Source: an optimization exercise on an open RTL-to-GDS flow (aim: small area, a short achievable clock period and few clock cycles). Production flows keep margins and buffers that such runs may drop. RTL that was checked went through simulation tests only; none was proved equivalent to the original. Only the layout flow was run in runs 4 to 6; the RTL was not checked for function there. No activity file was given, so power comes from the tool's default toggle rates.

==> flow/design.v <==
package ex_pkg;
  localparam int WIDTH_DEFAULT = 32;
  localparam logic [4:0] OP_SLL   = 5'b00000;
  localparam logic [4:0] OP_SRL   = 5'b00001;
  localparam logic [4:0] OP_SRA   = 5'b00010;
  localparam logic [4:0] OP_ROR   = 5'b00011;
  localparam logic [4:0] OP_SLLV  = 5'b00100;
  localparam logic [4:0] OP_SRLV  = 5'b00101;
  localparam logic [4:0] OP_SRAV  = 5'b00110;
  localparam logic [4:0] OP_RORV  = 5'b00111;
  localparam logic [4:0] OP_MUL   = 5'b10000;
  localparam logic [4:0] OP_DIVU  = 5'b10001;
  localparam logic [4:0] OP_MULHU = 5'b10010;
  localparam logic [4:0] OP_REMU  = 5'b10011;
  localparam logic [4:0] OP_ADD   = 5'b10110;
  localparam logic [4:0] OP_SUB   = 5'b10111;
  localparam logic [4:0] OP_AND   = 5'b11000;
  localparam logic [4:0] OP_OR    = 5'b11001;
  localparam logic [4:0] OP_XOR   = 5'b11010;
  localparam logic [4:0] OP_NOR   = 5'b11011;
  localparam logic [4:0] OP_SLT   = 5'b11111;
  typedef enum logic [0:0] {
    ST_IDLE   = 1'b0,
    ST_MULDIV = 1'b1
  } state_e;
  function automatic logic is_muldiv(input logic [4:0] op);
    is_muldiv = (op[4:2] == 3'b100);
  endfunction
endpackage
module ex_stage_rca #(
  parameter int N = 32
) (
  input  logic [N-1:0] a,
  input  logic [N-1:0] b,
  input  logic         ci,
  output logic [N-1:0] s,
  output logic         co
);
  logic [N:0] c;
  always_comb begin
    c[0] = ci;
    for (int i = 0; i < N; i++) begin
      s[i]   = a[i] ^ b[i] ^ c[i];
      c[i+1] = (a[i] & b[i]) | (c[i] & (a[i] ^ b[i]));
    end
    co = c[N];
  end
endmodule
module ex_stage_lzc (
  input  logic [31:0] x,
  output logic [5:0]  n       
);
  always_comb begin
    n = 6'd32;
    for (int i = 0; i < 32; i++) begin
      if (x[i]) n = 6'(31 - i);
    end
  end
endmodule
module ex_stage_funnel (
  input  logic [31:0] hi,
  input  logic [31:0] lo,
  input  logic [4:0]  amt,
  output logic [31:0] y
);
  logic [62:0] s0;
  logic [46:0] s1;
  logic [38:0] s2;
  logic [34:0] s3;
  logic [32:0] s4;
  always_comb begin
    s0 = {hi[30:0], lo};
    s1 = amt[4] ? s0[62:16] : s0[46:0];
    s2 = amt[3] ? s1[46:8]  : s1[38:0];
    s3 = amt[2] ? s2[38:4]  : s2[34:0];
    s4 = amt[1] ? s3[34:2]  : s3[32:0];
    y  = amt[0] ? s4[32:1]  : s4[31:0];
  end
endmodule
module ex_stage
#(
  parameter int WIDTH      = ex_pkg::WIDTH_DEFAULT,
  parameter int MULDIV_LAT = 4
) (
  input  logic             clk,
  input  logic             rst,
  input  logic             flush,
  input  logic             in_valid,
  output logic             in_ready,
  input  logic [4:0]       in_op,
  input  logic [4:0]       in_shamt,
  input  logic [4:0]       in_rd,
  input  logic [4:0]       in_rs_a,
  input  logic [4:0]       in_rs_b,
  input  logic [WIDTH-1:0] in_a,
  input  logic [WIDTH-1:0] in_b,
  input  logic             in_wen,
  output logic             out_valid,
  input  logic             out_ready,
  output logic [WIDTH-1:0] out_result,
  output logic [4:0]       out_rd,
  output logic             out_wen,
  output logic             out_zf,
  output logic             out_of,
  output logic             out_illegal
);
  localparam int M  = 4;           
  localparam int NM = 32 / M;      
  logic        iready_q;
  logic        xvalid_q;
  logic [31:0] xa_q, xb_q;
  logic [4:0]  xop_q, xrd_q;
  logic        xwen_q;
  logic        ovalid_q;
  logic [31:0] ores_q;
  logic [4:0]  ord_q;
  logic        owen_q, ozf_q, oof_q, oill_q;
  logic        rvalid_q;
  logic [31:0] r2_q;
  logic [4:0]  rrd_q;
  logic        rwen_q, rof_q, rill_q;
  logic        mdrun_q, align_q;
  logic [4:0]  cnt_q;
  logic [2:0]  mamt_q;            
  logic x_md, x_div, x_mul, x_hi, x_shift, x_addsub, x_logic, x_slt, x_ill;
  always_comb begin
    x_md     = (xop_q[4:2] == 3'b100);
    x_div    = x_md & xop_q[0];
    x_mul    = x_md & ~xop_q[0];
    x_hi     = xop_q[1];               
    x_shift  = (xop_q[4:3] == 2'b00);
    x_addsub = (xop_q[4:1] == 4'b1011);
    x_logic  = (xop_q[4:2] == 3'b110);
    x_slt    = (xop_q == 5'b11111);
    x_ill    = ~(x_shift | x_md | x_addsub | x_logic | x_slt);
  end
  logic ofree, md_go, md_start, md_sw, md_iter, md_fin, xfire;
  always_comb begin
    ofree    = ~ovalid_q | out_ready;
    md_go    = xvalid_q & x_md & ~mdrun_q & ~rvalid_q;
    md_iter  = mdrun_q & ~align_q;
  end
  logic [5:0] clza, clzb;
  ex_stage_lzc u_lza (.x(xa_q), .n(clza));
  ex_stage_lzc u_lzb (.x(xb_q), .n(clzb));
  logic       bzero, dneg;
  logic [6:0] sdiff;
  logic [5:0] blen, alen;
  logic [3:0] mdig, adig;       
  logic       mswap;
  always_comb begin
    bzero = clzb[5];
    sdiff = {1'b0, clzb} - {1'b0, clza};
    dneg  = sdiff[6];
    blen  = 6'd32 - clzb;
    mdig  = 4'((blen + 6'(M - 1)) / M);
    if (mdig == 4'd0) mdig = 4'd1;
    alen  = 6'd32 - clza;
    adig  = 4'((alen + 6'(M - 1)) / M);
    if (adig == 4'd0) adig = 4'd1;
    mswap = x_mul & (5'(adig) + 5'd2 <= 5'(mdig));
    md_sw    = md_go & mswap;
    md_start = md_go & ~mswap;
  end
  logic [31:0] f_hi, f_lo, sh_y;
  logic [4:0]  f_amt;
  ex_stage_funnel u_fun (.hi(f_hi), .lo(f_lo), .amt(f_amt), .y(sh_y));
  always_comb begin
    if (align_q) begin
      f_hi  = x_hi ? 32'd0 : r2_q;
      f_lo  = x_hi ? r2_q  : xb_q;
      f_amt = {mamt_q, 2'b00};
    end else if (x_md | (xop_q[1:0] == 2'b00)) begin
      f_hi  = {1'b0, xb_q[31:1]};
      f_lo  = {xb_q[0], 31'd0};
      f_amt = ~(x_md ? sdiff[4:0] : xa_q[4:0]);
    end else begin
      f_amt = xa_q[4:0];
      f_lo  = xb_q;
      case (xop_q[1:0])
        2'b01:   f_hi = 32'd0;
        2'b10:   f_hi = {32{xb_q[31]}};
        default: f_hi = xb_q;
      endcase
    end
  end
  logic [31:0]   mhi;
  logic [31:0]   mrow_in [M];
  logic [31:0]   mrow_s  [M];
  logic [M-1:0]  mrow_c;
  logic [31+M:0] msum;
  logic [31:0]   mhi_n, mlo_n;
  always_comb begin
    mhi = md_go ? 32'd0 : r2_q;
    mrow_in[0] = mhi;
    for (int j = 1; j < M; j++) mrow_in[j] = {mrow_c[j-1], mrow_s[j-1][31:1]};
  end
  for (genvar j = 0; j < M; j++) begin : g_mrow
    ex_stage_rca #(.N(32)) u_row (
      .a(mrow_in[j]), .b(xa_q & {32{xb_q[j]}}), .ci(1'b0),
      .s(mrow_s[j]), .co(mrow_c[j]));
  end
  always_comb begin
    msum[31+M:M-1] = {mrow_c[M-1], mrow_s[M-1]};
    for (int j = 0; j < M - 1; j++) msum[j] = mrow_s[j][0];
    mhi_n = msum[31+M:M];
    mlo_n = {msum[M-1:0], xb_q[31:M]};
  end
  logic [31:0] add_bx, sum;
  logic        sub, cout, ovf, slt;
  always_comb begin
    sub    = x_div | xop_q[0];
    add_bx = xb_q ^ {32{sub}};
  end
  ex_stage_rca #(.N(32)) u_add (.a(xa_q), .b(add_bx), .ci(sub), .s(sum), .co(cout));
  always_comb begin
    ovf = (xa_q[31] == add_bx[31]) & (sum[31] != xa_q[31]);
    slt = (xa_q[31] != xb_q[31]) ? xa_q[31] : sum[31];
  end
  logic [31:0] dr_n, dq_n;
  always_comb begin
    dr_n = cout ? sum : xa_q;
    dq_n = {(md_start ? {31{bzero}} : r2_q[30:0]), cout};
  end
  logic [31:0] xres, mdres;
  logic        xres_of;
  always_comb begin
    if (x_div) begin
      mdres = x_hi ? dr_n : dq_n;
    end else begin
      mdres = sh_y;
    end
    xres    = 32'd0;
    xres_of = 1'b0;
    if (x_md) xres = mdres;
    else if (x_shift) xres = sh_y;
    else if (x_addsub) begin
      xres    = sum;
      xres_of = ovf;
    end else if (x_logic) begin
      case (xop_q[1:0])
        2'b00:   xres = xa_q & xb_q;
        2'b01:   xres = xa_q | xb_q;
        2'b10:   xres = xa_q ^ xb_q;
        default: xres = ~(xa_q | xb_q);
      endcase
    end else if (x_slt) xres = {31'd0, slt};
  end
  logic md_next_al;
  always_comb begin
    md_next_al = 1'b0;
    if (md_start) begin
      md_fin     = x_div & (bzero | dneg);
      md_next_al = x_mul & (mdig == 4'd1);
    end else if (align_q) begin
      md_fin = 1'b1;
    end else begin
      md_fin     = (cnt_q == 5'd1) & x_div;
      md_next_al = (cnt_q == 5'd1) & x_mul;
    end
    xfire = xvalid_q & (x_md ? ((md_start | mdrun_q) & md_fin) : ~rvalid_q);
  end
  logic x_byp, o_byp, in_imsh;
  logic ma_x, ma_o, mb_x, mb_o;
  logic [31:0] cap_a, cap_b;
  always_comb begin
    in_imsh = (in_op[4:2] == 3'b000);
    x_byp = xvalid_q & xwen_q & ~x_ill & (xrd_q != 5'd0);
    o_byp = ovalid_q & owen_q & (ord_q != 5'd0);
    ma_x  = x_byp & (in_rs_a == xrd_q);
    ma_o  = o_byp & (in_rs_a == ord_q);
    mb_x  = x_byp & (in_rs_b == xrd_q);
    mb_o  = o_byp & (in_rs_b == ord_q);
    cap_a = ma_x ? xres : (ma_o ? ores_q : in_a);
    if (in_imsh) cap_a[4:0] = in_shamt;
    cap_b = mb_x ? xres : (mb_o ? ores_q : in_b);
  end
  logic        acc, held, mdrun_n, align_n, rvalid_n, ovalid_n, iready_n;
  logic [4:0]  cnt_n;
  logic [31:0] o_val;
  always_comb begin
    acc  = iready_q & in_valid;
    held = xvalid_q & ~xfire;            
    mdrun_n = mdrun_q;
    align_n = 1'b0;
    cnt_n   = cnt_q;
    if (md_start) begin
      mdrun_n = ~md_fin;
      align_n = md_next_al;
      cnt_n   = x_div ? 5'(sdiff[4:0] + 5'd1) : 5'(mdig - 4'd1);
    end else if (mdrun_q) begin
      mdrun_n = ~md_fin;
      align_n = md_next_al;
      cnt_n   = cnt_q - 5'd1;
    end
    rvalid_n = ~ofree & (rvalid_q | xfire);
    ovalid_n = ~ofree | rvalid_q | xfire;
    if (acc)
      iready_n = (in_op[4:2] != 3'b100) & ~rvalid_n;
    else if (held)
      iready_n = x_md ? (align_n | (mdrun_n & (cnt_n == 5'd1) & x_div))
                      : ~rvalid_n;
    else
      iready_n = ~rvalid_n;
    o_val = rvalid_q ? r2_q : xres;
    if (flush | rst) begin
      mdrun_n  = 1'b0;
      align_n  = 1'b0;
      rvalid_n = 1'b0;
      ovalid_n = 1'b0;
      iready_n = 1'b1;
    end
  end
  always_ff @(posedge clk) begin
    xvalid_q <= ~(flush | rst) & (acc | held);
    mdrun_q  <= mdrun_n;
    align_q  <= align_n;
    rvalid_q <= rvalid_n;
    ovalid_q <= ovalid_n;
    iready_q <= iready_n;
    cnt_q    <= cnt_n;
    if (md_start) begin
      mamt_q <= 3'(NM - int'(mdig));
    end
    if (iready_q) begin
      xa_q   <= cap_a;
      xb_q   <= cap_b;
      xop_q  <= in_op;
      xrd_q  <= in_rd;
      xwen_q <= in_wen;
    end else if (x_div & (md_start | md_iter)) begin
      if (cout & md_iter) xa_q <= sum;
      xb_q <= md_start ? sh_y : {1'b0, xb_q[31:1]};
    end else if (md_sw) begin
      xa_q <= xb_q;
      xb_q <= xa_q;
    end else if (x_mul & (md_start | md_iter)) begin
      xb_q <= mlo_n;
    end
    if (~rvalid_q) begin
      if ((md_start | md_iter) & ~md_fin) begin
        r2_q <= x_div ? (md_start ? 32'd0 : dq_n) : mhi_n;
      end else begin
        r2_q   <= xres;
        rrd_q  <= xrd_q;
        rwen_q <= xwen_q & ~x_ill;
        rof_q  <= xres_of;
        rill_q <= x_ill;
      end
    end
    if (ofree) begin
      ores_q <= o_val;
      ozf_q  <= (o_val == 32'd0);
      if (rvalid_q) begin
        ord_q  <= rrd_q;
        owen_q <= rwen_q;
        oof_q  <= rof_q;
        oill_q <= rill_q;
      end else begin
        ord_q  <= xrd_q;
        owen_q <= xwen_q & ~x_ill;
        oof_q  <= xres_of;
        oill_q <= x_ill;
      end
    end
  end
  assign in_ready    = iready_q;
  assign out_valid   = ovalid_q;
  assign out_result  = ores_q;
  assign out_rd      = ord_q;
  assign out_wen     = owen_q;
  assign out_zf      = ozf_q;
  assign out_of      = oof_q;
  assign out_illegal = oill_q;
endmodule
==> flow/flow/run.sh <==
#!/bin/bash
# Layout: the standard ORFS flow (standard.sh) with two changes:
#  - technology mapping uses an area-oriented ABC script (flow/abc.script)
#    in place of ORFS's abc_speed/abc_area scripts; everything else in
#    synthesis is ORFS's and the standard flow's own script, so the registers are the
#    standard synthesis's;
#  - ports are buffered with buf_2 cells.
# Each step's full output goes to a log file of its own in this folder.
set -euo pipefail
here=$(pwd)
rm -rf "$here/orfs_scripts"
cp -r "$FLOW_HOME/scripts" "$here/orfs_scripts"
cp "$here/flow/abc.script" "$here/orfs_scripts/abc_speed.script"
cp "$here/flow/abc.script" "$here/orfs_scripts/abc_area.script"
export SCRIPTS_DIR="$here/orfs_scripts"
export BUFFER_PORTS_ARGS="-buffer_cell sky130_fd_sc_hd__buf_2"
bash standard.sh synth > "$here/synth.log" 2>&1
bash standard.sh > "$here/layout.log" 2>&1
==> flow/flow/abc.script <==
strash
&get -n
&st
&deepsyn -T 30
&dch
&nf
&put
==> flow/standard.sh <==
#!/bin/bash
# synth_recipe.tcl (not shown) runs the flow's synth.tcl, then flattens the netlist and writes it again
# the make line also repeats each setting of config.mk as NAME=value (left out here)
make -C /OpenROAD-flow-scripts/flow DESIGN_CONFIG=/design/flow/config.mk WORK_HOME=/design/flow/orfs CLKGATE_MAP_FILE= SYNTH_SCRIPT=/design/flow/synth_recipe.tcl "${@:-finish}"
==> flow/config.mk <==
export PLATFORM = sky130hd
export DESIGN_NAME = ex_stage
export DESIGN_NICKNAME = ex_stage
export VERILOG_FILES = /design/flow/design.v
export SDC_FILE = /design/flow/constraint.sdc
export NUM_CORES = 4
export LEC_CHECK = 0
export ABC_AREA = 1
export CAP_MARGIN = 20
export CORE_MARGIN = 2
export CORE_UTILIZATION = 40
export CTS_BUF_LIST = sky130_fd_sc_hd__clkbuf_8
export SLEW_MARGIN = 20
==> flow/constraint.sdc <==
create_clock -name core_clock -period 95.0 [get_ports {clk}]
set_input_delay 19.0000 -clock core_clock [delete_from_list [all_inputs] [get_ports {clk}]]
set_output_delay 19.0000 -clock core_clock [all_outputs]
set_load 0.01 [all_outputs]
==> results.yml, run 1 <==
outcome:
  status: "no timing/DRC/antenna violations"
grt:
  gr-total-overflow: 0
  antenna_found_initial: 0
  grt_pass1_vias: 19600
  grt_use_total_pct: 34.9
  grt_pass1_wl_um: 128000
  grt_max_degree: 46
sta:
  fin_crit_sh_pct: 21.8
  worstMarginPinSlew_ns: 1.10
  setup-violations-final: 0
  slew_violations: 0
  fin_setup_tns_ns: 0
  fin_crit_ns: 20.73
  rsz0062_at_grt: "false"
  hold_viol_final: 0
  max_slew_margin_pct: 26.4
  skew_ns: 0.0181
  worst_slack_ns: 74.27
  timing.fmax_mhz: 48.2
finish:
  nFillCells: 4572
  final_util_pct: 45.9
  multi_input_area_mm2: 0.0134
  mostFrequentLayoutCell: "nand2_1"
  final_cell_mix: "nand2_1, nor2_1, clkinv_1"
  nets: 2609
  area_delta_synth_final_pct: 13.2
  register_area_mm2: 0.00500
  drive_above_1_share_pct: 11.1
floorplan:
  rows: 79
  die_area_mm2: 0.0490
  die_w_um: 221
  die_y_um: 221
  core_mm2: 0.0466
  start_util_pct: 40.6
  io_pins: 138
worst_setup_path:
  timing.rr.end: "r2_q[30]"
  cp_num_buf_inv: 2
  reg2reg_from: "rvalid_q"
  cp.required_ns: 95.33
  path_cells: "buf_2, xor2_1, nor4_1, and3_1, buf_4, nand2_1, o22ai_1, a211oi_1, o21ai_0, a21oi_1"
  ff2ff_path_depth: 47
  crit_type: "input port to register"
  critPathArrivalTime_ns: 21.06
  start_kind: "input port"
  worstSetupEndpointType: "register"
  reg2reg_slack_ns: 74.49
  cpPeakStageDelay_ns: 0.46
  cp_top_family: "simple AND/OR/NAND/NOR gates"
  critPathMaxFanout: 29
  cp.depth: 10
  cp_slowest_cell: "nor4_1"
clock_tree:
  worstSkewPairLatency_ns: 0.60
  postCtsHoldBufs: 0
  htreeDepth: 4
  ctsResizeCount: 0
  cts.sinks: 170
  postCtsSetupBuffers: 0
  clkTransAtPathRegs_ns: 0.10
  cts_tree: "yes"
  numCtsBuffers: 17
  cts_root_buffer: "clkbuf_8"
  cts_buffer_depth: 2
routing:
  viasPerCell: 6.88
  met3_length_um: 9260
  routed.top_layer: "met4"
  wire_per_inst_um: 30.0
  met1_length_um: 34700
  first_pass_iters: 7
  ant_nets: 0
  first_iter_violations: 2902
  dr_wl_met2_um: 38600
  vias: 19900
  drc_errors: 0
  drt-total-wl_um: 86700
logic_synthesis:
  synth_cells: 2048
  synth_top_cell_area_share_pct: 25.3
  syn-num-nets: 2391
  synth_flop_cell: "edfxtp_1"
  ys_types: 59
  yosysTopAreaCell: "edfxtp_1"
  ys_ff_latch: 170
  yosysSeqAreaShare_pct: 26.4
  syn_area_per_cell_um2: 9.23
  synth_area_mm2: 0.0189
  async_reset_ff_share_pct: 0
  synth_area_leaders: "edfxtp_1, fa_1, ha_1, nand2_1, nor2_1"
  synth_enable_flop_cells: 159
  synth_warnings: 7
power:
  power_leakage_nw: 7.97
  ir_drop_v: 0.0000129
  powerDensity_mw_per_mm2: 19.3
hold_path:
  min_path_cells: 1
  hp-class: "register to register"
  min_to: "ord_q[3]"
  worstHoldStart: "rrd_q[3]"
placement:
  port_buffers: 137
  place_ws_ns: 73.77
  dp_hpwl_um: 62300
  gp_congestion: 0.961
job:
  maxCapViolations: 0
==> flip-flops by register name, indices dropped and copies added (netlist names), 3 cells and up <==
| name | cells |
|---|---|
| xa_q | 32 |
| rrd_q | 5 |
| ord_q | 5 |
| r2_q | 32 |
| xrd_q | 5 |
| xop_q | 5 |
| mamt_q | 3 |
| xb_q | 32 |
| ores_q | 32 |
| cnt_q | 5 |
==> cells by family after synthesis <==
logic type,count (synthesis),synth area share [%]
flops,170,26.4
fa+ha+maj,248,22.6
compound gates,699,26.2
simple gates,613,13.7
xor+xnor,62,2.87
buf+inv,170,3.38
mux,86,4.77
==> report_power, final <==
part           switching (mW)  internal [mW]
sequential             0.0238         0.0955
clock                  0.0365         0.0250
combinational           0.137         0.0954
==> worst reg2reg max path: cells and delay by family (launching register included) <==
family	cells	cell delay, ns
buffers and inverters	6	1.83
adders and majority gates	38	17.36
and+or+nand+nor	2	0.61
DFF	1	0.33
AOI/OAI and AO/OA	1	0.10
==> per-layer routing <==
metal	vias up	track usage, %
met1	9825	46.8
met5	-	0
met3	259	7.29
li1	8374	-
met4	0	16.5
met2	1399	54.0
==> area by class of cell <==
cell class	instances	share of cell area, %
clock buffers	17	1.09
well taps	607	3.55
clock inverters	15	0.948
flip-flops and latches	170	23.4
multi-input cells	1708	62.5
diodes	1	0.0117
repair buffers	199	5.56
inverters	170	2.98
==> stage by stage <==
step,cell area (um^2),total power [mW],instances,hold WS (ns)
floorplan,18900,0.268,2048,0.473
global placement,20900,0.347,2850,0.512
detailed placement,20900,0.350,2851,0.518
CTS,21300,0.412,2883,0.544
global route,21400,0.444,2886,0.556
finish,21400,0.413,2887,0.542
==> Yosys cell counts, types with 10 or more instances <==
library cell  instances
a21oi_1             124
mux2i_1              54
clkinv_1            170
o21a_1               12
fa_1                156
edfxtp_1            159
a221oi_1             59
a221o_1              10
o22ai_1              44
xnor2_1              44
o211ai_1             22
nor2_1              219
a211oi_1             31
a222oi_1             51
xor2_1               18
nand3_1              31
o2111ai_1            30
o221ai_1             62
a22o_1               11
nor3_1               35
a22oi_1              43
o21ai_0             138
nand4_1              11
nor4_1               20
dfxtp_1              11
mux2_1               32
ha_1                 92
nand2_1             257
==> worst max path at each step <==
stage	from	end	slack, ns
2_1_floorplan	in_rs_b[2]	xb_q[31]	73.22
3_3_place_gp	in_rs_a[3]	xa_q[4]	73.81
3_5_place_dp	in_rs_a[4]	xa_q[4]	73.77
4_1_cts	iready_q	in_ready	74.40
5_1_grt	rvalid_q	r2_q[30]	73.94
6_report	in_rs_a[1]	xa_q[1]	74.27
Testbench counts, summed over its fixed seeds: cycles 32,591.
==> inputs of run 2 (changes only) <==
--- a/flow/config.mk
+++ b/flow/config.mk
@@ -10,4 +10,3 @@
 export CORE_MARGIN = 2
 export CORE_UTILIZATION = 40
-export CTS_BUF_LIST = sky130_fd_sc_hd__clkbuf_8
 export SLEW_MARGIN = 20
==> run 2 against run 1 <==
- still clean
- die area is the same
- largest power group unchanged
- critical path depth is the same
- via count shrank 0.16%
- largest cell class unchanged
- count of clock-buffer cells in the layout is the same
- sequential power is essentially flat
- flip-flop and latch count is the same
- register-to-register slack is essentially flat
- worst setup slack lost 0.069 ns
==> results.yml, run 2 <==
sta:
  timing.fmax_mhz: 48.1
  hold_viol_final: 0
  fin_setup_tns_ns: 0
  skew_ns: 0.0181
  rsz0062_at_grt: "false"
  fin_crit_sh_pct: 21.9
  worstMarginPinSlew_ns: 1.10
  max_slew_margin_pct: 26.3
  setup-violations-final: 0
  slew_violations: 0
  fin_crit_ns: 20.80
power:
  power_leakage_nw: 8.06
  powerDensity_mw_per_mm2: 20.0
  ir_drop_v: 0.0000129
  p_int_mw: 0.231
  power.share.switching_pct: 46.5
  p_sw_mw: 0.201
  power_mw: 0.432
  pwr-share-comb_pct: 53.9
  power_frac_clock_pct: 18.4
  seqPwrFrac_pct: 27.6
clock_tree:
  cts.sinks: 170
  numCtsBuffers: 17
  ctsResizeCount: 0
  postCtsHoldBufs: 0
  postCtsSetupBuffers: 0
  cts_tree: "yes"
  worstSkewPairLatency_ns: 0.53
  htreeDepth: 4
  clkTransAtPathRegs_ns: 0.08
  cts_root_buffer: "clkbuf_16"
  cts_buffer_depth: 2
worst_setup_path:
  critPathMaxFanout: 29
  cp.required_ns: 95.26
  worstSetupEndpointType: "register"
  start_kind: "input port"
  critPathArrivalTime_ns: 21.06
  crit_type: "input port to register"
logic_synthesis:
  syn-num-nets: 2391
  async_reset_ff_share_pct: 0
  synth_flop_cell: "edfxtp_1"
  synth_top_cell_area_share_pct: 25.3
  synth_enable_flop_cells: 159
  ys_types: 59
  synth_cells: 2048
  synth_area_mm2: 0.0189
  yosysSeqAreaShare_pct: 26.4
  ys_ff_latch: 170
  synth_area_leaders: "edfxtp_1, fa_1, ha_1, nand2_1, nor2_1"
  syn_area_per_cell_um2: 9.23
  yosysMostFrequentCell: "nand2_1"
  ys_top_cells_by_count: "nand2_1, nor2_1, clkinv_1"
  yosysTopAreaCell: "edfxtp_1"
  synth_warnings: 7
floorplan:
  start_util_pct: 40.6
  die_area_mm2: 0.0490
  io_pins: 138
  core_mm2: 0.0466
  die_w_um: 221
  rows: 79
  die_y_um: 221
grt:
  grt_use_total_pct: 35.0
  grt_max_degree: 46
  grt_pass1_wl_um: 128000
  grt_pass1_vias: 19600
  gr-total-overflow: 0
  antenna_found_initial: 0
routing:
  first_iter_violations: 2919
  drt-total-wl_um: 86800
  ant_nets: 0
  viasPerCell: 6.87
  drc_errors: 0
  wire_per_inst_um: 30.1
  vias: 19800
  first_pass_iters: 8
finish:
  multi_input_area_mm2: 0.0134
  nets: 2609
  diodes: 0
  final_cell_mix: "nand2_1, nor2_1, clkinv_1"
  drive_above_1_share_pct: 11.1
  area_delta_synth_final_pct: 14.2
  nFillCells: 4542
  register_area_mm2: 0.00500
  mostFrequentLayoutCell: "nand2_1"
hold_path:
  hp-class: "register to register"
outcome:
  status: "no timing/DRC/antenna violations"
placement:
  gp_congestion: 0.961
  dp_hpwl_um: 62300
  port_buffers: 137
job:
  maxCapViolations: 0
run 2: cell types whose count changed in the layout (fill, tap and decap cells not counted):
cell | before | now
diode_2 | 1 | 0
clkbuf_8 | 17 | 0
clkbuf_16 | 0 | 17
run 2: path summary, 6_finish.rpt:
check                                start       end  slack [ns]  cells past startpoint
worst max-delay path            in_rs_a[1]   xa_q[1]       74.20                     10
worst min-delay path              rrd_q[1]  ord_q[1]        0.53                      1
worst max register to register    rvalid_q  r2_q[30]       74.49                     47
worst min register to register    rrd_q[1]  ord_q[1]        0.53                      1
run 2: stage by stage:
| step | area, um^2 | hold slack [ns] | worst slack (ns) | instances | util [%] |
|---|---|---|---|---|---|
| after floorplan | 18900 | 0.473 | 73.22 | 2048 | - |
| after global placement | 20900 | 0.512 | 73.81 | 2850 | 44.9 |
| after detailed placement | 20900 | 0.518 | 73.77 | 2851 | 44.9 |
| after CTS | 21500 | 0.536 | 74.31 | 2883 | 46.2 |
| after global routing | 21600 | 0.548 | 73.95 | 2886 | 46.4 |
| final | 21600 | 0.535 | 74.20 | 2886 | 46.4 |
run 2: kinds of logic after synthesis:
logic type | synth area share, %
compound gates | 26.2
simple gates | 13.7
fa+ha+maj | 22.6
buf+inv | 3.38
flops | 26.4
mux | 4.77
xor+xnor | 2.87
run 2: per-layer routing:
metal  global-route usage (%)  wire length (um)
met3                     7.37              9050
met5                        0                 0
met1                     47.0             34900
met2                     54.3             39100
met4                     15.8              3730
run 2: final cells by class:
cell class              count  share of cell area [%]
well taps                 607                    3.52
clock buffers              17                    1.97
flip-flops and latches    170                    23.2
clock inverters            15                   0.939
inverters                 170                    2.96
multi-input cells        1708                    61.9
repair buffers            199                    5.51
run 2: power by group through the flow:
stage	Combinational, mW	Clock [mW]	Sequential, mW
6_report	0.233	0.0797	0.119
5_1_grt	0.260	0.0820	0.120
4_1_cts	0.231	0.0798	0.118
3_5_place_dp	0.230	0	0.120
3_3_place_gp	0.227	0	0.120
2_1_floorplan	0.157	0	0.111
run 2: worst max-delay path, stage by stage:
cell      delay [ns]
buf_2           0.12
xor2_1          0.14
nor4_1          0.45
and3_1          0.22
buf_4           0.45
nand2_1         0.21
o22ai_1         0.21
a211oi_1        0.06
o21ai_0         0.11
a21oi_1         0.07
==> inputs of run 3 (changes only) <==
--- a/flow/config.mk
+++ b/flow/config.mk
@@ -10,3 +10,5 @@
 export CORE_MARGIN = 2
 export CORE_UTILIZATION = 40
+export CTS_CLUSTER_DIAMETER = 100
+export CTS_CLUSTER_SIZE = 40
 export SLEW_MARGIN = 20
==> run 3 against run 2 <==
- still clean on timing, DRC and antenna
- via count unchanged
- core utilization unchanged
- cell area unchanged
- synthesized area unchanged
- first-iteration DRC count unchanged
- worst setup slack unchanged
- flip-flop and latch count unchanged
- critical endpoint unchanged
- largest cell class unchanged
==> results.yml, run 3 <==
routing:
  first_iter_violations: 2919
  drt-total-wl_um: 86800
  ant_nets: 0
  vias: 19800
  viasPerCell: 6.87
  wire_per_inst_um: 30.1
  drc_errors: 0
  first_pass_iters: 8
grt:
  busiest_layer: "met2"
  grt_use_total_pct: 35.0
  gr-total-overflow: 0
  grt_use_met2_pct: 54.3
  use_met3_pct: 7.37
  grt_pass1_vias: 19600
  grt_pass1_wl_um: 128000
  use_met1_pct: 47.0
  antenna_found_initial: 0
  grt_max_degree: 46
floorplan:
  io_pins: 138
  die_y_um: 221
  start_util_pct: 40.6
  rows: 79
  die_w_um: 221
  die_area_mm2: 0.0490
  core_mm2: 0.0466
worst_setup_path:
  timing.rr.end: "r2_q[30]"
  cp.required_ns: 95.26
  reg2reg_slack_ns: 74.49
  crit_type: "input port to register"
  cp_slowest_cell: "nor4_1"
  critPathMaxFanout: 29
  critPathArrivalTime_ns: 21.06
  cp_top_family: "simple AND/OR/NAND/NOR gates"
  start_kind: "input port"
  cpPeakStageDelay_ns: 0.45
  ff2ff_path_depth: 47
  path_cells: "buf_2, xor2_1, nor4_1, and3_1, buf_4, nand2_1, o22ai_1, a211oi_1, o21ai_0, a21oi_1"
  reg2reg_from: "rvalid_q"
  cp_num_buf_inv: 2
  worstSetupEndpointType: "register"
  cp.depth: 10
logic_synthesis:
  synth_area_mm2: 0.0189
  yosysSeqAreaShare_pct: 26.4
  async_reset_ff_share_pct: 0
  synth_warnings: 7
  syn-num-nets: 2391
  ys_types: 59
  yosysTopAreaCell: "edfxtp_1"
  ys_top_cells_by_count: "nand2_1, nor2_1, clkinv_1"
  synth_area_leaders: "edfxtp_1, fa_1, ha_1, nand2_1, nor2_1"
  yosysMostFrequentCell: "nand2_1"
  syn_area_per_cell_um2: 9.23
  ys_ff_latch: 170
  synth_flop_cell: "edfxtp_1"
  synth_top_cell_area_share_pct: 25.3
  synth_enable_flop_cells: 159
  synth_cells: 2048
power:
  power_leakage_nw: 8.06
  p_int_mw: 0.231
  ir_drop_v: 0.0000129
  power.share.switching_pct: 46.5
  p_sw_mw: 0.201
  pwr-share-comb_pct: 53.9
  power_frac_clock_pct: 18.4
  powerDensity_mw_per_mm2: 20.0
  power_mw: 0.432
  seqPwrFrac_pct: 27.6
sta:
  setup-violations-final: 0
  max_slew_margin_pct: 26.3
  fin_setup_tns_ns: 0
  worst_slack_ns: 74.20
  hold_ws_ns: 0.535
  hold_viol_final: 0
  fin_crit_sh_pct: 21.9
  worstMarginPinSlew_ns: 1.10
  timing.fmax_mhz: 48.1
  rsz0062_at_grt: "false"
  fin_crit_ns: 20.80
  skew_ns: 0.0181
  slew_violations: 0
finish:
  stdcell_count: 2886
  final_cell_mix: "nand2_1, nor2_1, clkinv_1"
  diodes: 0
  mostFrequentLayoutCell: "nand2_1"
  final_util_pct: 46.4
  drive_above_1_share_pct: 11.1
  fin_area_mm2: 0.0216
  area_delta_synth_final_pct: 14.2
  nets: 2609
clock_tree:
  htreeDepth: 4
  cts_buffer_depth: 2
  cts_root_buffer: "clkbuf_16"
  cts.sinks: 170
  clkTransAtPathRegs_ns: 0.08
  numCtsBuffers: 17
  cts_tree: "yes"
  ctsResizeCount: 0
  postCtsHoldBufs: 0
  postCtsSetupBuffers: 0
  worstSkewPairLatency_ns: 0.53
hold_path:
  min_path_cells: 1
  min_to: "ord_q[1]"
  hp-class: "register to register"
  worstHoldStart: "rrd_q[1]"
placement:
  place_inst: 2851
  port_buffers: 137
  dp_hpwl_um: 62300
  gp_congestion: 0.961
  place_ws_ns: 73.77
  dpl-instance-area_mm2: 0.0209
outcome:
  status: "no timing/DRC/antenna violations"
job:
  maxCapViolations: 0
run 3: layer usage:
| layer | wire length, um | part of all wire, % | up-vias |
|---|---|---|---|
| met5 | 0 | 0 | - |
| met4 | 3730 | 4.3 | 0 |
| met3 | 9050 | 10 | 246 |
| met2 | 39100 | 45 | 1358 |
| met1 | 34900 | 40 | 9847 |
| li1 | - | - | 8375 |
run 3: area by class of cell:
cell class | count | area [um^2]
clock buffers | 17 | 425
clock inverters | 15 | 203
fillers | 4542 | 25000
inverters | 170 | 638
multi-input cells | 1708 | 13400
flip-flops and latches | 170 | 5000
well taps | 607 | 759
repair buffers | 199 | 1190
run 3: worst max-delay path by stage:
stage | startpoint | slack (ns) | end
final | in_rs_a[1] | 74.20 | xa_q[1]
after global routing | rvalid_q | 73.95 | r2_q[30]
after CTS | in_rs_a[4] | 74.31 | xa_q[1]
after detailed placement | in_rs_a[4] | 73.77 | xa_q[4]
after global placement | in_rs_a[3] | 73.81 | xa_q[4]
after floorplan | in_rs_b[2] | 73.22 | xb_q[31]
run 3: power groups by stage:
stage	logic [mW]	registers (mW)	clock network [mW]
2_1_floorplan	0.157	0.111	0
3_3_place_gp	0.227	0.120	0
3_5_place_dp	0.230	0.120	0
4_1_cts	0.231	0.118	0.0798
5_1_grt	0.260	0.120	0.0820
6_report	0.233	0.119	0.0797
run 3: cell families after synthesis:
logic type                 share of synthesized area [%]
DFF                                                 26.4
muxes                                               4.77
AOI/OAI and AO/OA                                   26.2
xor gates and xnor gates                            2.87
buffers and inverters                               3.38
and+or+nand+nor                                     13.7
adders and majority gates                           22.6
run 3: worst reg2reg max path: cells and delay by family, from the launching register on:
kind                     cells  cell delay, ns
AND/OR/NAND/NOR              2            0.60
buffers and inverters        6            1.83
AO/OA/AOI/OAI                1            0.10
adder cells (fa/ha/maj)     38           17.38
flip-flops                   1            0.32
==> inputs of run 4 (changes only) <==
--- a/flow/design.v
+++ b/flow/design.v
@@ -192,5 +192,5 @@
   logic [31:0]   mhi_n, mlo_n;
   always_comb begin
-    mhi = md_go ? 32'd0 : r2_q;
+    mhi = r2_q;                  
     mrow_in[0] = mhi;
     for (int j = 1; j < M; j++) mrow_in[j] = {mrow_c[j-1], mrow_s[j-1][31:1]};
@@ -338,8 +338,8 @@
       xb_q <= mlo_n;
     end
-    if (~rvalid_q) begin
+    if (~rvalid_q | ofree) begin
       if ((md_start | md_iter) & ~md_fin) begin
-        r2_q <= x_div ? (md_start ? 32'd0 : dq_n) : mhi_n;
-      end else begin
+        r2_q <= x_div ? (md_start ? r2_q : dq_n) : mhi_n;
+      end else if (xfire & ~ofree) begin
         r2_q   <= xres;
         rrd_q  <= xrd_q;
@@ -347,4 +347,6 @@
         rof_q  <= xres_of;
         rill_q <= x_ill;
+      end else begin
+        r2_q <= 32'd0;
       end
     end
==> flow/flow/abc.script (replaced) <==
strash
&get -n
&st
&deepsyn -T 30
&dch
&nf
&put
buffer -c
topo
stime -c
upsize -c
dnsize -c
--- a/flow/config.mk
+++ b/flow/config.mk
@@ -10,5 +10,3 @@
 export CORE_MARGIN = 2
 export CORE_UTILIZATION = 40
-export CTS_CLUSTER_DIAMETER = 100
-export CTS_CLUSTER_SIZE = 40
 export SLEW_MARGIN = 20
==> run 4 against run 3 <==
- critical path depth is the same
- via count grew 4.3%
- core utilization shrank 2.2 points
- worst setup slack lost 0.0051 ns
- combinational power shrank 21%
- fmax is essentially flat
- sequential share of layout area shrank 0.42 points
- synthesized area grew 6.1%
- count of clock-buffer cells in the layout is the same
- critical path type unchanged
- largest power group unchanged
- highest routed layer is now met5
==> results.yml, run 4 <==
logic_synthesis:
  synth_cells: 2287
  yosysTopAreaCell: "edfxtp_1"
  syn_area_per_cell_um2: 8.76
  syn-num-nets: 2630
  ys_top_cells_by_count: "nand2_1, nor2_1, inv_1"
  ys_types: 79
  synth_area_mm2: 0.0200
  async_reset_ff_share_pct: 0
  yosysSeqAreaShare_pct: 24.9
  yosysMostFrequentCell: "nand2_1"
  synth_flop_cell: "edfxtp_1"
  synth_area_leaders: "edfxtp_1, fa_1, ha_1, nand2_1, nor2_1"
  synth_enable_flop_cells: 159
  synth_warnings: 7
  synth_top_cell_area_share_pct: 23.8
  ys_ff_latch: 170
clock_tree:
  numCtsBuffers: 17
  cts_tree: "yes"
  postCtsHoldBufs: 0
  ctsResizeCount: 0
  worstSkewPairLatency_ns: 0.52
  htreeDepth: 4
  cts.sinks: 170
  cts_root_buffer: "clkbuf_16"
  cts_buffer_depth: 2
  postCtsSetupBuffers: 0
  clkTransAtPathRegs_ns: 0.08
outcome:
  status: "no timing/DRC/antenna violations"
power:
  powerDensity_mw_per_mm2: 16.7
  power.share.switching_pct: 46.8
  p_int_mw: 0.195
  p_sw_mw: 0.172
  power_frac_clock_pct: 19.9
  seqPwrFrac_pct: 29.5
  power_leakage_nw: 8.89
  ir_drop_v: 0.0000124
  pwr-share-comb_pct: 50.6
worst_setup_path:
  critPathMaxFanout: 28
  reg2reg_from: "xa_q[0]"
  reg2reg_slack_ns: 75.29
  start_kind: "input port"
  cp.required_ns: 95.24
  timing.rr.end: "r2_q[30]"
  crit_start: "in_rs_a[3]"
  crit_type: "input port to register"
  worstSetupEndpointType: "register"
  ff2ff_path_depth: 46
  critPathArrivalTime_ns: 21.05
grt:
  grt_pass1_wl_um: 141000
  gr-total-overflow: 0
  grt_use_total_pct: 37.2
  grt_pass1_vias: 20600
  antenna_found_initial: 3
  grt_max_degree: 53
sta:
  rsz0062_at_grt: "false"
  hold_ws_ns: 0.553
  timing.fmax_mhz: 48.1
  fin_setup_tns_ns: 0
  worstMarginPinSlew_ns: 1.18
  fin_crit_sh_pct: 21.9
  skew_ns: 0.0218
  max_slew_margin_pct: 21.1
  setup-violations-final: 0
  slew_violations: 0
  fin_crit_ns: 20.81
  worst_slack_ns: 74.19
  hold_viol_final: 0
routing:
  viasPerCell: 6.88
  first_pass_iters: 7
  drc_errors: 0
  first_iter_violations: 3500
  ant_nets: 0
  drt-total-wl_um: 97500
  vias: 20700
  wire_per_inst_um: 32.5
placement:
  dp_hpwl_um: 70100
  port_buffers: 137
  gp_congestion: 1.02
  place_ws_ns: 73.78
finish:
  nFillCells: 4868
  register_area_mm2: 0.00500
  area_delta_synth_final_pct: 9.66
  mostFrequentLayoutCell: "nand2_1"
  multi_input_area_mm2: 0.0137
  drive_above_1_share_pct: 13.4
  nets: 2659
  final_cell_mix: "nand2_1, nor2_1, inv_1"
floorplan:
  die_w_um: 228
  die_y_um: 228
  rows: 82
  core_mm2: 0.0498
  start_util_pct: 40.3
  io_pins: 138
  die_area_mm2: 0.0519
hold_path:
  hp-class: "register to register"
  min_path_cells: 1
  min_to: "ord_q[1]"
  worstHoldStart: "rrd_q[1]"
job:
  maxCapViolations: 0
==> run 4: cell count changes after synthesis, moves of 24 or more <==
| cell | change |
|---|---|
| clkinv_1 | -168 |
| mux2_1 | -32 |
| inv_1 | +196 |
| clkbuf_1 | +155 |
| a221oi_1 | -24 |
| o221ai_1 | -26 |
| mux2_2 | +40 |
| o2111ai_1 | -29 |
==> run 4: critical path: stages <==
cell and delay, ns:
buf_2 0.12, xnor2_1 0.14, nand3_1 0.10, nor4_1 0.31
and3_1 0.22, buf_4 0.46, nand2_1 0.26, o22ai_1 0.26
a211o_1 0.13, a31oi_1 0.04
==> run 4: logic make-up (layout without fill, tap and decap cells) <==
group | Yosys count | in the layout | synth area share (%)
AO/OA/AOI/OAI | 700 | 700 | 24.7
XOR/XNOR | 63 | 63 | 2.75
adder cells (fa/ha/maj) | 248 | 248 | 21.3
buffers and inverters | 387 | 429 | 7.54
flip-flops | 170 | 170 | 24.9
multiplexers | 102 | 102 | 5.37
other | 0 | 2 | 0
AND/OR/NAND/NOR | 617 | 617 | 13.4
==> run 4: layout make-up <==
class / instances / area share (%)
Antenna cell: 2 / 0.0228
Tap cell: 672 / 3.83
Sequential cell: 170 / 22.7
Multi-Input combinational cell: 1730 / 62.2
Clock inverter: 15 / 0.672
Timing Repair Buffer: 198 / 5.24
Inverter: 199 / 3.40
Clock buffer: 17 / 1.94
==> run 4: stage by stage <==
stage / std cells / area, um^2 / util, % / total power [mW]
after floorplan: 2287 / 20000 / - / 0.219
after global placement: 2968 / 21400 / 43.0 / 0.287
after detailed placement: 2969 / 21400 / 43.0 / 0.287
after CTS: 3001 / 22000 / 44.2 / 0.362
after global routing: 3001 / 22000 / 44.2 / 0.385
final: 3003 / 22000 / 44.2 / 0.367
==> run 4: worst max path at each step <==
stage / endpoint / slack, ns
final: xa_q[1] / 74.19
after global placement: xa_q[1] / 73.82
after floorplan: xa_q[2] / 74.24
after CTS: in_ready / 74.30
after global routing: xa_q[4] / 74.10
after detailed placement: xa_q[1] / 73.78
==> run 4: metal layers <==
layer  vias to the layer above  part of all wire [%]  routed length, um  global-route usage [%]
li1                       8486                     -                  -                       -
met1                     10300                    39              37800                    48.3
met2                      1582                    43              41800                    55.0
met3                       321                    13              12500                    12.4
met4                         2                   5.6               5410                    19.1
met5                         -                 0.013                 13                       0
==> run 4: power by group through the flow <==
| stage | sequential (mW) | clock [mW] | combinational [mW] |
|---|---|---|---|
| global placement | 0.109 | 0 | 0.178 |
| global route | 0.109 | 0.0764 | 0.200 |
| finish | 0.108 | 0.0730 | 0.185 |
| CTS | 0.107 | 0.0741 | 0.180 |
| floorplan | 0.101 | 0 | 0.118 |
| detailed placement | 0.109 | 0 | 0.178 |
==> inputs of run 5 (changes only) <==
--- a/flow/config.mk
+++ b/flow/config.mk
@@ -7,6 +7,6 @@
 export LEC_CHECK = 0
 export ABC_AREA = 1
-export CAP_MARGIN = 20
+export CAP_MARGIN = 0
 export CORE_MARGIN = 2
 export CORE_UTILIZATION = 40
-export SLEW_MARGIN = 20
+export SLEW_MARGIN = 0
==> run 5 against run 4 <==
- final cell count barely moved
- critical path type unchanged
- largest power group unchanged
- synthesized cell count stayed put
- flip-flop and latch count stayed put
- routed wire length fell by 0.36%
- critical endpoint is now xb_q[31]
- still clean
- die area did not move
- sequential power barely moved
==> results.yml, run 5 <==
clock_tree:
  numCtsBuffers: 17
  postCtsSetupBuffers: 0
  worstSkewPairLatency_ns: 0.52
  clkTransAtPathRegs_ns: 0.09
  cts_tree: "yes"
  cts_root_buffer: "clkbuf_16"
  postCtsHoldBufs: 0
  cts_buffer_depth: 2
  cts.sinks: 170
  htreeDepth: 4
  ctsResizeCount: 0
logic_synthesis:
  syn_area_per_cell_um2: 8.76
  yosysMostFrequentCell: "nand2_1"
  synth_flop_cell: "edfxtp_1"
  synth_area_mm2: 0.0200
  synth_cells: 2287
  yosysTopAreaCell: "edfxtp_1"
  synth_enable_flop_cells: 159
  ys_ff_latch: 170
  ys_types: 79
  ys_top_cells_by_count: "nand2_1, nor2_1, inv_1"
  synth_warnings: 7
  syn-num-nets: 2630
  yosysSeqAreaShare_pct: 24.9
  async_reset_ff_share_pct: 0
  synth_area_leaders: "edfxtp_1, fa_1, ha_1, nand2_1, nor2_1"
  synth_top_cell_area_share_pct: 23.8
power:
  seqPwrFrac_pct: 29.2
  powerDensity_mw_per_mm2: 16.8
  p_sw_mw: 0.172
  pwr-share-comb_pct: 50.2
  p_int_mw: 0.198
  power_frac_clock_pct: 20.6
  power.share.switching_pct: 46.5
  ir_drop_v: 0.0000122
  power_leakage_nw: 8.89
  power_mw: 0.370
sta:
  max_slew_margin_pct: 13.6
  fin_crit_ns: 20.75
  fin_crit_sh_pct: 21.8
  slew_violations: 0
  setup-violations-final: 0
  worstMarginPinSlew_ns: 1.29
  hold_viol_final: 0
  rsz0062_at_grt: "false"
  timing.fmax_mhz: 48.2
  fin_setup_tns_ns: 0
  hold_ws_ns: 0.554
  skew_ns: 0.0177
outcome:
  status: "no timing/DRC/antenna violations"
grt:
  antenna_found_initial: 6
  grt_pass1_wl_um: 141000
  grt_use_total_pct: 37.0
  grt_pass1_vias: 20600
  gr-total-overflow: 0
  grt_max_degree: 53
floorplan:
  io_pins: 138
  rows: 82
  core_mm2: 0.0498
  die_y_um: 228
  die_w_um: 228
  die_area_mm2: 0.0519
  start_util_pct: 40.3
worst_setup_path:
  ff2ff_path_depth: 46
  critPathMaxFanout: 18
  critPathArrivalTime_ns: 21.12
  start_kind: "input port"
  cp.required_ns: 95.37
  worstSetupEndpointType: "register"
  crit_type: "input port to register"
finish:
  nets: 2658
  final_util_pct: 44.2
  diodes: 0
  final_cell_mix: "nand2_1, nor2_1, inv_1"
  fin_area_mm2: 0.0220
  mostFrequentLayoutCell: "nand2_1"
  drive_above_1_share_pct: 13.4
  area_delta_synth_final_pct: 9.66
routing:
  vias: 20600
  drt-total-wl_um: 97100
  ant_nets: 0
  drc_errors: 0
  wire_per_inst_um: 32.4
  first_iter_violations: 3472
  first_pass_iters: 10
  viasPerCell: 6.87
placement:
  gp_congestion: 1.02
  dp_hpwl_um: 69900
  port_buffers: 137
  dpl-instance-area_mm2: 0.0214
hold_path:
  min_path_cells: 1
  hp-class: "register to register"
job:
  maxCapViolations: 0
-- run 5: cell counts after synthesis --
No cell type changed its count.
-- run 5: routing by layer --
layer | part of all wire [%] | GRT usage [%] | up-vias
met3 | 13 | 12.7 | 323
met2 | 42 | 53.9 | 1598
met5 | 0.090 | 1.10 | -
li1 | - | - | 8478
met4 | 6.2 | 21.0 | 6
met1 | 38 | 47.8 | 10200
-- run 5: logic make-up (layout without fill, tap and decap cells) --
family,count (synthesis),in the layout,synth area share [%]
AOI/OAI and AO/OA,700,700,24.7
buffers and inverters,387,428,7.54
and+or+nand+nor,617,617,13.4
muxes,102,102,5.37
DFF,170,170,24.9
adders and majority gates,248,248,21.3
xor gates and xnor gates,63,63,2.75
-- run 5: worst paths after layout --
kind | start | endpoint | slack [ns]
setup / recovery | in_rs_b[2] | xb_q[31] | 74.25
hold / removal | rrd_q[0] | ord_q[0] | 0.55
setup reg to reg | xa_q[0] | r2_q[30] | 75.36
hold reg to reg | rrd_q[0] | ord_q[0] | 0.55
-- run 5: critical path: stages --
cell and delay (ns):
buf_2 0.11, xor2_1 0.13, nor3_1 0.22, nand4_1 0.19, nor2_2 0.12, buf_4 0.39
inv_1 0.53, o21ai_0 0.29, o21bai_1 0.13
-- run 5: area by class of cell --
type	instances	area, um^2
clock buffers	17	425
inverters	199	747
repair buffers	197	1140
well taps	672	841
flip-flops and latches	170	5000
clock inverters	15	173
fillers	4927	27800
multi-input cells	1730	13700
-- run 5: through the flow --
step | worst slack, ns | cells
detailed placement | 73.78 | 2968
global placement | 73.82 | 2968
CTS | 74.30 | 3000
finish | 74.25 | 3000
floorplan | 74.24 | 2287
global route | 74.16 | 3000
-- run 5: power groups by stage --
stage | Clock, mW | Combinational [mW] | Sequential [mW]
floorplan | 0 | 0.118 | 0.101
global placement | 0 | 0.178 | 0.109
detailed placement | 0 | 0.178 | 0.109
CTS | 0.0771 | 0.180 | 0.107
global route | 0.0791 | 0.200 | 0.109
finish | 0.0760 | 0.186 | 0.108
==> inputs of run 6 (changes only) <==
--- a/flow/flow/run.sh
+++ b/flow/flow/run.sh
@@ -5,5 +5,5 @@
 #    synthesis is ORFS's and the standard flow's own script, so the registers are the
 #    standard synthesis's;
-#  - ports are buffered with buf_2 cells.
+#  - ports are buffered with buf_1 cells.
 # Each step's full output goes to a log file of its own in this folder.
 set -euo pipefail
@@ -14,5 +14,5 @@
 cp "$here/flow/abc.script" "$here/orfs_scripts/abc_area.script"
 export SCRIPTS_DIR="$here/orfs_scripts"
-export BUFFER_PORTS_ARGS="-buffer_cell sky130_fd_sc_hd__buf_2"
+export BUFFER_PORTS_ARGS="-buffer_cell sky130_fd_sc_hd__buf_1"
 bash standard.sh synth > "$here/synth.log" 2>&1
 bash standard.sh > "$here/layout.log" 2>&1
==> flow/flow/abc.script (replaced) <==
strash
&get -n
&st
&deepsyn -T 30
&dch
&nf
&put
--- a/flow/config.mk
+++ b/flow/config.mk
@@ -7,6 +7,6 @@
 export LEC_CHECK = 0
 export ABC_AREA = 1
-export CAP_MARGIN = 0
+export CAP_MARGIN = 20
 export CORE_MARGIN = 2
 export CORE_UTILIZATION = 40
-export SLEW_MARGIN = 0
+export SLEW_MARGIN = 20
==> run 6 against run 5 <==
- synthesized area shrank 4.2%
- global-route usage is essentially flat
- core utilization grew 1.5 points
- first-iteration DRC count shrank 12%
- critical path type unchanged
- still clean on timing, DRC and antenna
- highest routed layer is now met4
- combinational power shrank 4%
==> results.yml, run 6 <==
sta:
  fin_crit_ns: 21.25
  hold_viol_final: 0
  rsz0062_at_grt: "false"
  worstMarginPinSlew_ns: 1.18
  slew_violations: 0
  fin_setup_tns_ns: 0
  max_slew_margin_pct: 21.4
  skew_ns: 0.0138
  setup-violations-final: 0
  timing.fmax_mhz: 47.1
  fin_crit_sh_pct: 22.4
logic_synthesis:
  syn_area_per_cell_um2: 9.15
  yosysTopAreaCell: "edfxtp_1"
  ys_types: 59
  synth_enable_flop_cells: 159
  synth_warnings: 7
  synth_flop_cell: "edfxtp_1"
  ys_top_cells_by_count: "nand2_1, nor2_1, clkinv_1"
  yosysMostFrequentCell: "nand2_1"
  synth_cells: 2099
  syn-num-nets: 2442
  async_reset_ff_share_pct: 0
  ys_ff_latch: 170
  synth_area_mm2: 0.0192
  yosysSeqAreaShare_pct: 26.0
  synth_top_cell_area_share_pct: 24.9
  synth_area_leaders: "edfxtp_1, fa_1, ha_1, nand2_1, nor2_1"
floorplan:
  die_area_mm2: 0.0498
  core_mm2: 0.0475
  die_y_um: 223
  start_util_pct: 40.4
  io_pins: 138
  die_w_um: 223
  rows: 80
clock_tree:
  postCtsSetupBuffers: 0
  postCtsHoldBufs: 0
  htreeDepth: 4
  cts_tree: "yes"
  clkTransAtPathRegs_ns: 0.07
  cts_buffer_depth: 2
  worstSkewPairLatency_ns: 0.52
  ctsResizeCount: 0
  cts_root_buffer: "clkbuf_16"
  numCtsBuffers: 17
  cts.sinks: 170
outcome:
  status: "no timing/DRC/antenna violations"
power:
  power_mw: 0.362
  ir_drop_v: 0.0000108
  powerDensity_mw_per_mm2: 16.7
  power_leakage_nw: 7.78
worst_setup_path:
  cp_slowest_cell: "clkinv_1"
  critPathArrivalTime_ns: 21.61
  cpPeakStageDelay_ns: 0.88
  critPathMaxFanout: 18
  path_cells: "buf_1, xor2_1, nor3_1, nand4_1, nor2_2, buf_4, clkinv_1, o21ai_0, o21bai_1"
  cp_top_family: "buffers and inverters"
  timing.rr.end: "r2_q[30]"
  ff2ff_path_depth: 47
  start_kind: "input port"
  cp.required_ns: 95.36
  crit_type: "input port to register"
  cp_num_buf_inv: 3
  worstSetupEndpointType: "register"
  reg2reg_slack_ns: 75.25
  reg2reg_from: "xb_q[0]"
routing:
  met3_length_um: 10500
  ant_nets: 0
  met1_length_um: 36700
  vias: 20200
  dr_wl_met2_um: 40000
  wire_per_inst_um: 31.3
  routed.top_layer: "met4"
  first_iter_violations: 3053
  viasPerCell: 6.87
  first_pass_iters: 9
  drt-total-wl_um: 92100
  drc_errors: 0
hold_path:
  min_path_cells: 2
  worstHoldStart: "cnt_q[1]"
  hp-class: "register to register"
  min_to: "cnt_q[1]"
grt:
  grt_pass1_wl_um: 134000
  gr-total-overflow: 0
  grt_pass1_vias: 20000
  grt_use_total_pct: 37.0
  grt_max_degree: 41
  antenna_found_initial: 2
finish:
  final_cell_mix: "nand2_1, nor2_1, clkinv_1"
  mostFrequentLayoutCell: "nand2_1"
  drive_above_1_share_pct: 5.02
  nFillCells: 4635
  nets: 2660
  area_delta_synth_final_pct: 13.1
  diodes: 0
placement:
  gp_congestion: 1.02
  port_buffers: 137
  dp_hpwl_um: 66800
job:
  maxCapViolations: 0
==> run 6: worst max path at each step <==
stage | to | start | cells past startpoint
global placement | xb_q[31] | in_rs_b[2] | 9
finish | xb_q[31] | in_rs_b[2] | 9
floorplan | xa_q[3] | in_rs_a[3] | 10
global route | xb_q[18] | in_rs_b[2] | 8
CTS | xb_q[31] | in_rs_b[2] | 9
detailed placement | xb_q[31] | in_rs_b[2] | 9
==> run 6: stage by stage <==
| stage | setup WS, ns | utilization, % | cell area, um^2 | std cells | hold slack [ns] |
|---|---|---|---|---|---|
| 2_1_floorplan | 73.20 | - | 19200 | 2099 | 0.485 |
| 3_3_place_gp | 73.40 | 44.4 | 21100 | 2911 | 0.511 |
| 3_5_place_dp | 73.41 | 44.4 | 21100 | 2911 | 0.519 |
| 4_1_cts | 73.94 | 45.6 | 21700 | 2943 | 0.529 |
| 5_1_grt | 73.71 | 45.7 | 21700 | 2945 | 0.550 |
| 6_report | 73.75 | 45.7 | 21700 | 2945 | 0.526 |
==> run 6: kinds of logic (layout without fill, tap and decap cells) <==
kind of cell	Yosys count	in the layout	synth area share, %
mux	102	102	5.58
simple gates	617	617	13.8
xor+xnor	63	63	2.87
buf+inv	199	430	3.89
compound gates	700	700	25.6
fa+ha+maj	248	248	22.3
flops	170	170	26.0
==> run 6: layout make-up <==
| cell class | instances | area, um^2 | area share (%) |
|---|---|---|---|
| tap | 615 | 769 | 3.54 |
| sequential | 170 | 5000 | 23.0 |
| inverter | 199 | 747 | 3.44 |
| clock inverter | 14 | 169 | 0.778 |
| timing repair buffer | 199 | 977 | 4.50 |
| multi-input combinational | 1730 | 13600 | 62.8 |
| clock buffer | 18 | 429 | 1.98 |
==> run 6: worst register-to-register path, delay by kind of cell (launching register included) <==
family,cells,cell delay [ns]
AO/OA/AOI/OAI,1,0.29
flip-flops,1,0.33
buffers and inverters,6,0.93
adder cells (fa/ha/maj),39,17.91
AND/OR/NAND/NOR,1,0.04
==> run 6: layer usage <==
metal,GRT usage (%),vias up
met2,55.3,1461
li1,-,8507
met3,10.4,274
met4,19.7,0
met1,48.7,10000
met5,0,-
==> run 6: power by group <==
group	switching [mW]	internal, mW
Sequential	0.0156	0.0920
Clock	0.0349	0.0413
Combinational	0.113	0.0651
Total	0.163	0.198
==> inputs of run 7 (changes only) <==
--- a/flow/design.v
+++ b/flow/design.v
@@ -192,5 +192,5 @@
   logic [31:0]   mhi_n, mlo_n;
   always_comb begin
-    mhi = r2_q;                  
+    mhi = md_go ? 32'd0 : r2_q;
     mrow_in[0] = mhi;
     for (int j = 1; j < M; j++) mrow_in[j] = {mrow_c[j-1], mrow_s[j-1][31:1]};
@@ -338,8 +338,8 @@
       xb_q <= mlo_n;
     end
-    if (~rvalid_q | ofree) begin
+    if (~rvalid_q) begin
       if ((md_start | md_iter) & ~md_fin) begin
-        r2_q <= x_div ? (md_start ? r2_q : dq_n) : mhi_n;
-      end else if (xfire & ~ofree) begin
+        r2_q <= x_div ? (md_start ? 32'd0 : dq_n) : mhi_n;
+      end else begin
         r2_q   <= xres;
         rrd_q  <= xrd_q;
@@ -347,6 +347,4 @@
         rof_q  <= xres_of;
         rill_q <= x_ill;
-      end else begin
-        r2_q <= 32'd0;
       end
     end
==> run 7 against run 6 <==
- still clean on timing, DRC and antenna
- critical path depth shrank 1
- sequential share of layout area grew 0.41 points
- clock power shrank 2%
- flip-flop and latch count is the same
- sequential power grew about 10%
- via count shrank 1.8%
- largest power group unchanged
==> results.yml, run 7 <==
outcome:
  status: "no timing/DRC/antenna violations"
clock_tree:
  htreeDepth: 4
  clkTransAtPathRegs_ns: 0.08
  postCtsSetupBuffers: 0
  postCtsHoldBufs: 0
  cts.sinks: 170
  cts_root_buffer: "clkbuf_16"
  worstSkewPairLatency_ns: 0.53
  cts_buffer_depth: 2
  ctsResizeCount: 0
  numCtsBuffers: 17
  cts_tree: "yes"
placement:
  port_buffers: 137
  dp_hpwl_um: 61600
  place_ws_ns: 73.75
  gp_congestion: 0.983
  place_inst: 2850
power:
  p_int_mw: 0.226
  pwr-share-comb_pct: 54.3
  ir_drop_v: 0.0000122
  p_sw_mw: 0.199
  power.share.switching_pct: 46.8
  power_leakage_nw: 7.61
  power_mw: 0.424
  seqPwrFrac_pct: 28.1
  power_frac_clock_pct: 17.6
  powerDensity_mw_per_mm2: 19.9
finish:
  drive_above_1_share_pct: 4.87
  mostFrequentLayoutCell: "nand2_1"
  area_delta_synth_final_pct: 12.9
  nFillCells: 4578
  final_cell_mix: "nand2_1, nor2_1, clkinv_1"
  stdcell_count: 2885
  nets: 2607
logic_synthesis:
  synth_flop_cell: "edfxtp_1"
  syn_area_per_cell_um2: 9.23
  yosysSeqAreaShare_pct: 26.4
  ys_types: 59
  synth_area_leaders: "edfxtp_1, fa_1, ha_1, nand2_1, nor2_1"
  synth_enable_flop_cells: 159
  synth_warnings: 7
  ys_ff_latch: 170
  async_reset_ff_share_pct: 0
  synth_cells: 2048
  ys_top_cells_by_count: "nand2_1, nor2_1, clkinv_1"
  yosysMostFrequentCell: "nand2_1"
  synth_top_cell_area_share_pct: 25.3
  yosysTopAreaCell: "edfxtp_1"
  synth_area_mm2: 0.0189
  syn-num-nets: 2391
routing:
  drt-total-wl_um: 86100
  viasPerCell: 6.89
  wire_per_inst_um: 29.8
  vias: 19900
  first_iter_violations: 3075
  drc_errors: 0
  ant_nets: 0
  first_pass_iters: 9
worst_setup_path:
  reg2reg_slack_ns: 74.76
  critPathCapture: "xb_q[31]"
  start_kind: "input port"
  reg2reg_from: "rvalid_q"
  worstSetupEndpointType: "register"
  crit_type: "input port to register"
  timing.rr.end: "r2_q[30]"
  critPathMaxFanout: 32
  crit_start: "in_rs_b[3]"
  ff2ff_path_depth: 48
  critPathArrivalTime_ns: 21.04
  cp.required_ns: 95.27
floorplan:
  rows: 79
  die_y_um: 221
  core_mm2: 0.0466
  die_w_um: 221
  io_pins: 138
  die_area_mm2: 0.0490
  start_util_pct: 40.6
sta:
  skew_ns: 0.0251
  timing.fmax_mhz: 48.2
  worst_slack_ns: 74.23
  setup-violations-final: 0
  fin_crit_ns: 20.77
  worstMarginPinSlew_ns: 1.15
  hold_viol_final: 0
  fin_setup_tns_ns: 0
  rsz0062_at_grt: "false"
  hold_ws_ns: 0.528
  slew_violations: 0
  max_slew_margin_pct: 23.6
  fin_crit_sh_pct: 21.9
grt:
  grt_max_degree: 46
  gr-total-overflow: 0
  grt_pass1_vias: 19900
  antenna_found_initial: 1
  grt_use_total_pct: 34.8
  grt_pass1_wl_um: 128000
hold_path:
  hp-class: "register to register"
job:
  maxCapViolations: 0
==> run 7: worst min path at each step <==
stage,start,cells past startpoint,to,slack (ns)
3_5_place_dp,cnt_q[2],1,cnt_q[2],0.51
2_1_floorplan,cnt_q[2],1,cnt_q[2],0.47
4_1_cts,cnt_q[2],1,cnt_q[2],0.53
3_3_place_gp,cnt_q[2],1,cnt_q[2],0.51
5_1_grt,cnt_q[2],1,cnt_q[2],0.57
6_report,cnt_q[2],1,cnt_q[2],0.53
==> run 7: cell families (layout without fill, tap and decap cells) <==
| kind of cell | after synthesis | in the layout | share of synthesized area [%] |
|---|---|---|---|
| compound gates | 699 | 699 | 26.2 |
| xor+xnor | 62 | 62 | 2.87 |
| fa+ha+maj | 248 | 248 | 22.6 |
| buf+inv | 170 | 399 | 3.38 |
| flops | 170 | 170 | 26.4 |
| mux | 86 | 86 | 4.77 |
| other cells | 0 | 1 | 0 |
| simple gates | 613 | 613 | 13.7 |
==> run 7: power by group through the flow <==
stage	Clock (mW)	Combinational [mW]	Sequential, mW
after floorplan	0	0.157	0.111
final	0.0746	0.230	0.119
after CTS	0.0746	0.230	0.118
after global placement	0	0.225	0.120
after detailed placement	0	0.228	0.120
after global routing	0.0776	0.257	0.120
==> run 7: critical path: stages <==
cell and delay [ns]:
buf_1 0.14, xnor2_1 0.13, nand3_1 0.09, nor4_1 0.32, and3_2 0.92, clkinv_1 0.16, o221ai_1 0.20, a21oi_1 0.06
==> run 7: final cells by class <==
cell class | count | area [um^2] | area share [%]
diodes | 1 | 2.50 | 0.0117
well taps | 607 | 759 | 3.56
clock inverters | 12 | 104 | 0.487
inverters | 170 | 638 | 2.99
clock buffers | 20 | 468 | 2.19
multi-input cells | 1708 | 13400 | 62.6
flip-flops and latches | 170 | 5000 | 23.4
repair buffers | 197 | 1000 | 4.70
==> run 7: per-stage QoR <==
stage,area (um^2),util (%)
global route,21300,45.8
finish,21300,45.8
CTS,21300,45.8
global placement,20700,44.5
detailed placement,20700,44.5
floorplan,18900,-
==> run 7: routing by layer <==
metal	routed length [um]	vias up	track usage, %
li1	-	8362	-
met1	35400	9853	47.0
met2	38400	1365	54.2
met3	8660	295	7.38
met4	3580	0	14.7
met5	0	-	0
Testbench counts of run 7, summed over its fixed seeds: cycles 32,591.

what the ideal ports hide:
The flow's constraints put no driver on any port. The routed layouts listed below were extracted and timed again, unchanged, in two steps. Step 1: set_driving_cell puts a clkbuf_16 on clk and a buf_2 on each other input, an assumption about the parent block. Step 2 moves the port delays by t, midway between the first and last clock arrival at a register: inputs arrive t later, outputs are due t later. That takes back most of the time a late clock gives input paths. a / b / c = ideal ports / drivers / drivers and shift; a / b = the first two.
run	t, ns	setup slack, ns	worst hold slack (ns)	clock arrival spread, ns
run 1	0.644	74.269 / 74.290 / 73.646	0.542 / 0.542 / 0.542	0.018 / 0.018
run 2	0.576	74.200 / 74.225 / 73.649	0.535 / 0.535 / 0.535	0.018 / 0.018
run 3	0.576	74.200 / 74.225 / 73.649	0.535 / 0.535 / 0.535	0.018 / 0.018
run 4	0.562	74.195 / 74.224 / 73.662	0.553 / 0.553 / 0.553	0.022 / 0.022
run 5	0.567	74.251 / 74.229 / 73.719	0.554 / 0.554 / 0.554	0.017 / 0.018
run 6	0.571	73.751 / 73.789 / 73.218	0.526 / 0.526 / 0.526	0.013 / 0.013
run 7	0.570	74.232 / 74.260 / 73.691	0.528 / 0.528 / 0.528	0.025 / 0.025
After both steps setup and hold are still met in every run listed. For run 1, which loses most, drivers alone change the setup slack by +0.021 ns; drivers and shift together by -0.623 ns.
